Background: an optimization exercise with open tools, aiming at small area. Do not read the settings as production practice.
The RTL was checked by simulation tests, not by an equivalence proof against the original design.

== run 1 ==
Design lsrs_unit, start of the top module:
module lsrs_unit (
	input  logic        clk,
	input  logic        rst_n,
	input  logic        i_iq_valid,
	input  logic [3:0]  i_iq_tag,
	input  logic [3:0]  i_iq_base_tag,
	input  logic [31:0] i_iq_base_value,
	input  logic [3:0]  i_iq_data_tag,
	input  logic [31:0] i_iq_data_value,
	input  logic [11:0] i_iq_imm,
	input  logic        i_iq_is_store,
	input  logic        i_cdb_valid,
	input  logic [3:0]  i_cdb_tag,
	input  logic [31:0] i_cdb_data,
	input  logic        i_mu_ready,
	output logic        o_iq_ready,
	output logic        o_mu_valid,
	output logic [3:0]  o_mu_tag,
	output logic        o_mu_is_store,
	output logic [31:0] o_mu_addr,
	output logic [31:0] o_mu_wdata
);
	logic [7:0]        valid;    
	logic [7:0]        res;      
	logic [7:0]        bpend;    
	logic [7:0][31:0]  areg;     
	logic [7:0][11:0]  imm;
	logic [7:0][3:0]   tag;
	logic [3:0]        dpend;    
	logic [3:0][31:0]  wdata;    
	logic [3:0][3:0]   ld_sdep;  
	logic [3:0][3:0]   st_ldep;  
	logic [3:0][3:0]   st_sdep;  
	logic [7:0][2:0]   rank;
	logic [1:0]        ld_ptr;
	logic [1:0]        st_ptr;
	logic              lock_valid;
	logic              lock_st;
	logic [1:0]        lock_idx;
	logic       ld_full, st_full;
	logic [1:0] ld_free, st_free;
	logic       push;
	logic [7:0] alloc;
	logic       b_hit, d_hit;
	logic [31:0] b_val, d_val;
	assign ld_full = &valid[3:0];
	assign st_full = &valid[7:4];
	always_comb begin
		ld_free = 2'd0;
		st_free = 2'd0;
		for (int i = 3; i >= 0; i--) begin
			if (!valid[i]) ld_free = 2'(i);
			if (!valid[4+i]) st_free = 2'(i);
		end
	end
	assign o_iq_ready = i_iq_is_store ? !st_full : !ld_full;
	assign push = i_iq_valid && o_iq_ready;
	always_comb begin
		for (int i = 0; i < 4; i++) begin
			alloc[i]   = push && !i_iq_is_store && (ld_free == 2'(i));
			alloc[4+i] = push && i_iq_is_store && (st_free == 2'(i));
		end
	end
  ...
Settings: LEC_CHECK=0, CAP_MARGIN=20, CORE_MARGIN=2, CORE_UTILIZATION=40, SLEW_MARGIN=20, SYNTH_HIERARCHICAL=1, SYNTH_MINIMUM_KEEP_SIZE=0; clock period 7.0 ns.
standard.sh (not shown) runs the stock make flow with config.mk's settings and CLKGATE_MAP_FILE= SYNTH_SCRIPT=/design/flow/synth_recipe.tcl, a recipe that flattens the netlist after the stock synthesis.
==> flow/flow/run.sh <==
#!/bin/bash
# The standard layout (standard.sh, unchanged synthesis), with two changes to the layout:
# the port buffers are buf_1, and the clock tree is built from clkbuf_4/clkbuf_8 without dummy
# loads. Everything make prints goes to standard.log in this folder; ORFS's own per-step logs stay
# under orfs/logs.
set -uo pipefail
export BUFFER_PORTS_ARGS="-buffer_cell sky130_fd_sc_hd__buf_1"
export CTS_ARGS="-sink_clustering_enable -repair_clock_nets -buf_list {sky130_fd_sc_hd__clkbuf_8} -sink_clustering_size 16 -sink_clustering_max_diameter 60 -dont_use_dummy_load"
bash standard.sh > standard.log 2>&1
Modified inputs, run 2 compared to run 1
- SETUP_SLACK_MARGIN now 0.08, previously not set
- CORE_UTILIZATION now 50, was 40
Run 2 vs. run 1: share of the clock period used by the worst path after layout has increased, global-route wire length before repair went up, register-to-register slack moved down.
Compared with run 1, run 2 ends up with less cell area.
Between run 1 and run 2, clock tree cell share of total cell area decreased.
In the reports for run 2 and run 1, the smaller ratio of cells with drive above 1 in the final layout belongs to run 2.
Summary of the comparison: antenna diode count is lower in run 2, relative to run 1.
What run 3 does differently from run 2 at the input level:
- GPL_TIMING_DRIVEN newly set to 0
- CORE_UTILIZATION changed from 50 to 40
- SETUP_SLACK_MARGIN removed (was 0.08)
Findings:
Between run 2 and run 3, the difference in combined flip-flop and latch cell area is negligible.
Run 3 leaves less setup margin than run 2.
Relative to run 2, the total wire length after detailed routing measured on run 3 has increased by a little under 10%.
Run 3 finished all stages; however, its layout fails the closing checks, the failures being negative setup slack.
met1 routing resource usage after global routing for run 3: 6.4 points down relative to run 2
Compared with run 2, in run 3 worst hold slack about even; chip width rose 31 µm.
The following lists how run 4 was set up differently from run 3:
- GPL_TIMING_DRIVEN removed (was 0)
diff --git a/flow/flow/run.sh b/flow/flow/run.sh
--- a/flow/flow/run.sh
+++ b/flow/flow/run.sh
@@ -7,3 +7,3 @@
 export BUFFER_PORTS_ARGS="-buffer_cell sky130_fd_sc_hd__buf_1"
-export CTS_ARGS="-sink_clustering_enable -repair_clock_nets -buf_list {sky130_fd_sc_hd__clkbuf_8} -sink_clustering_size 16 -sink_clustering_max_diameter 60 -dont_use_dummy_load"
+export CTS_ARGS="-sink_clustering_enable -repair_clock_nets -buf_list {sky130_fd_sc_hd__clkbuf_4 sky130_fd_sc_hd__clkbuf_8} -dont_use_dummy_load"
 bash standard.sh > standard.log 2>&1
### Flow results
- Looking only at multi-input combinational cell area, and setting everything else aside, the higher value of run 3 and run 4 goes to run 3.
- Least setup slack across all paths after layout on run 4 is ahead of run 3.
- Count of multi-input combinational gates: run 4 vs run 3 identical
- Critical path depth (run 4 vs. run 3) decreases by a few percent
- Clock slew at the register clock pins of the worst setup and hold paths: run 3 and run 4 compared, lower one is run 4
- Final cell area: run 4 below run 3
- Taking run 3 as the reference point, the weighted congestion at the end of routability-driven global placement of run 4 falls by about 3%.
- Run 4 — clock-buffer cell count 77% higher, run 3 as reference
- Run 4 has completed all stages; timing, DRC and antenna checks passed.
- Per the comparison of run 4 with run 3, maximum number of pins on one net before global-route repair shows an increase of 18.

========
== red ==
lsrs_unit, a different RTL version from the one above (not shown whole).
Size in the first run: about 3400 cells after synthesis, ~620 flip-flops, roughly 200 I/O pins, ~34000 sq um of cells after synthesis.
// lsrs_unit
module lsrs_unit (
	input  logic        clk,
	input  logic        rst_n,
	input  logic        i_iq_valid,
	input  logic [3:0]  i_iq_tag,
	input  logic [3:0]  i_iq_base_tag,
	input  logic [31:0] i_iq_base_value,
	input  logic [3:0]  i_iq_data_tag,
	input  logic [31:0] i_iq_data_value,
	input  logic [11:0] i_iq_imm,
	input  logic        i_iq_is_store,
	input  logic        i_cdb_valid,
	input  logic [3:0]  i_cdb_tag,
	input  logic [31:0] i_cdb_data,
	input  logic        i_mu_ready,
	output logic        o_iq_ready,
	output logic        o_mu_valid,
	output logic [3:0]  o_mu_tag,
	output logic        o_mu_is_store,
	output logic [31:0] o_mu_addr,
	output logic [31:0] o_mu_wdata
);
export LEC_CHECK = 0
export CAP_MARGIN = 20
export CORE_MARGIN = 2
export CORE_UTILIZATION = 55
export SLEW_MARGIN = 20
export SYNTH_HIERARCHICAL = 1
export SYNTH_MINIMUM_KEEP_SIZE = 0
create_clock -name core_clock -period 7.0 [get_ports {clk}]
==> flow/flow/run.sh <==
#!/bin/bash
# The standard layout (standard.sh, unchanged synthesis), with two changes to the layout:
# the port buffers are buf_1, and the clock tree is built from clkbuf_4/clkbuf_8 without dummy
# loads. Everything make prints goes to standard.log in this folder; ORFS's own per-step logs stay
# under orfs/logs.
set -uo pipefail
export BUFFER_PORTS_ARGS="-buffer_cell sky130_fd_sc_hd__buf_1"
export CTS_ARGS="-sink_clustering_enable -repair_clock_nets -buf_list {sky130_fd_sc_hd__clkbuf_8} -sink_clustering_size 16 -sink_clustering_max_diameter 60 -dont_use_dummy_load"
bash standard.sh > standard.log 2>&1
The following lists how blue was set up differently from red:
-- flow/config.mk --
<<< red, line 8
export CAP_MARGIN = 20
export CORE_MARGIN = 2
export CORE_UTILIZATION = 55
export SLEW_MARGIN = 20
export SYNTH_HIERARCHICAL = 1
>>> blue, line 8
export CAP_MARGIN = 20
export CORE_MARGIN = 2
export CORE_UTILIZATION = 50
export SLEW_MARGIN = 20
export SYNTH_HIERARCHICAL = 1
Findings:
blue has less setup slack than red. red -> blue: number of cell instances on the worst register-to-register path decreased by a few percent. Re share of final layout cell area taken by non-clock buffers: red was lower than blue. For blue, the cell with the largest stage delay on the worst path was sky130_fd_sc_hd__nor2_4, unlike red, where it was sky130_fd_sc_hd__nor4_1.

========
## alpha
lsrs_unit again, from the RTL that the note above started with.
// lsrs_unit
module lsrs_unit (
	input  logic        clk,
	input  logic        rst_n,
	input  logic        i_iq_valid,
	input  logic [3:0]  i_iq_tag,
	input  logic [3:0]  i_iq_base_tag,
	input  logic [31:0] i_iq_base_value,
	input  logic [3:0]  i_iq_data_tag,
	input  logic [31:0] i_iq_data_value,
	input  logic [11:0] i_iq_imm,
	input  logic        i_iq_is_store,
	input  logic        i_cdb_valid,
	input  logic [3:0]  i_cdb_tag,
	input  logic [31:0] i_cdb_data,
	input  logic        i_mu_ready,
	output logic        o_iq_ready,
	output logic        o_mu_valid,
	output logic [3:0]  o_mu_tag,
	output logic        o_mu_is_store,
	output logic [31:0] o_mu_addr,
	output logic [31:0] o_mu_wdata
);
==> flow/config.mk <==
export PLATFORM = sky130hd
export DESIGN_NAME = lsrs_unit
export DESIGN_NICKNAME = lsrs_unit
export VERILOG_FILES = /design/flow/design.v
export SDC_FILE = /design/flow/constraint.sdc
export NUM_CORES = 4
export LEC_CHECK = 0
export CAP_MARGIN = 10
export CORE_MARGIN = 2
export CORE_UTILIZATION = 55
export SLEW_MARGIN = 10
export SYNTH_HIERARCHICAL = 1
export SYNTH_MINIMUM_KEEP_SIZE = 0
==> flow/constraint.sdc <==
create_clock -name core_clock -period 7.0 [get_ports {clk}]
set_input_delay 1.4000 -clock core_clock [delete_from_list [all_inputs] [get_ports {clk}]]
set_output_delay 1.4000 -clock core_clock [all_outputs]
set_load 0.01 [all_outputs]
Scripts as last shown in full above: flow/flow/run.sh
Here is what was changed in the inputs of beta compared with alpha.
- a change of SLEW_MARGIN from 10 to 20
- a change of CORE_UTILIZATION from 55 to 50
- a change of CAP_MARGIN from 10 to 20
==> flow/flow/run.sh <==
#!/bin/bash
# The standard layout (standard.sh, unchanged synthesis), with two changes to the layout:
# the port buffers are buf_1, and the clock tree is built from clkbuf_16 without dummy
# loads. Everything make prints goes to standard.log in this folder; ORFS's own per-step logs stay
# under orfs/logs.
set -uo pipefail
export BUFFER_PORTS_ARGS="-buffer_cell sky130_fd_sc_hd__buf_1"
export CTS_ARGS="-sink_clustering_enable -repair_clock_nets -buf_list {sky130_fd_sc_hd__clkbuf_16} -sink_clustering_size 30 -sink_clustering_max_diameter 80 -dont_use_dummy_load"
bash standard.sh > standard.log 2>&1
==> comparison <==
Proportion of final cell area spent on non-clock buffers is lower on alpha. alpha ended up with or4b_4 as its cell with the largest stage delay on the worst path; beta ended up with nor2_4. The non-clock buffer count reported for beta is greater than that of alpha by 8. There was hardly any difference in wire length between alpha and beta. Note that the routed length on met1 recorded for beta amounts to 1.05 times the value seen in alpha. beta: clock latency on the worst-skew pair is 0.13 ns lower than what alpha reported.
## Diff of input files: gamma against beta
- a change of CAP_MARGIN from 20 to 5
- a change of CORE_UTILIZATION from 50 to 55
- a change of SLEW_MARGIN from 20 to 5
==> flow/flow/run.sh <==
#!/bin/bash
# The standard layout (standard.sh, unchanged synthesis), with two changes to the layout:
# the port buffers are buf_1, and the clock tree is built from clkbuf_4/clkbuf_8 without dummy
# loads. Everything make prints goes to standard.log in this folder; ORFS's own per-step logs stay
# under orfs/logs.
set -uo pipefail
export BUFFER_PORTS_ARGS="-buffer_cell sky130_fd_sc_hd__buf_1"
export CTS_ARGS="-sink_clustering_enable -repair_clock_nets -buf_list {sky130_fd_sc_hd__clkbuf_8} -sink_clustering_size 16 -sink_clustering_max_diameter 60 -dont_use_dummy_load"
bash standard.sh > standard.log 2>&1
Findings:
- Diff beta..gamma | post-CTS repair timing setup buffer count | unchanged
- gamma vs beta — number of core rows dropped by a few percent
- On area added between synthesis and finish: between beta and gamma, it ends up higher for beta.
- Status gamma: flow complete, layout not clean - max-capacitance violations, max-slew violations
- Re synthesized area: no difference whatsoever between gamma and beta.

[separate check: timing with driven ports]
In the flow no input, the clock included, has a driving cell. The finished layouts below were timed again as built, in two steps.
Step 1, drivers: a clkbuf_16 drives clk and a buf_2 each remaining input, both assumed.
Step 2, shift: input delay + t, output delay - t, t = (earliest + latest rising clock arrival at the registers) / 2. This alone moves slack from input paths to output paths.
Slacks: ideal ports / drivers / drivers and shift; pairs: ideal ports / drivers.
run | shift t [ns] | setup slack, ns | worst setup path at the end | worst register clock-pin slew, ns | pins driven straight from the clock port
run 1 | 0.768 | 0.248 / 0.248 / 0.248 | register to register | 0.11 / 0.11 | 1
run 2 | 0.765 | 0.199 / 0.199 / 0.199 | register to register | 0.11 / 0.11 | 1
run 3 | 0.798 | -0.366 / -0.366 / -0.366 | register to register | 0.11 / 0.11 | 1
run 4 | 0.778 | 0.241 / 0.241 / 0.241 | register to register | 0.07 / 0.07 | 1
red | 0.765 | 0.264 / 0.201 / 0.264 | register to register | 0.11 / 0.11 | 1
blue | 0.778 | 0.115 / 0.045 / 0.373 | register to register | 0.11 / 0.11 | 1
alpha | 0.771 | 0.229 / 0.229 / 0.229 | register to register | 0.11 / 0.11 | 1
beta | 0.654 | 0.194 / 0.124 / 0.299 | register to register | 0.12 / 0.12 | 1
gamma | 0.761 | 0.186 / 0.186 / 0.186 | register to register | 0.11 / 0.11 | 1
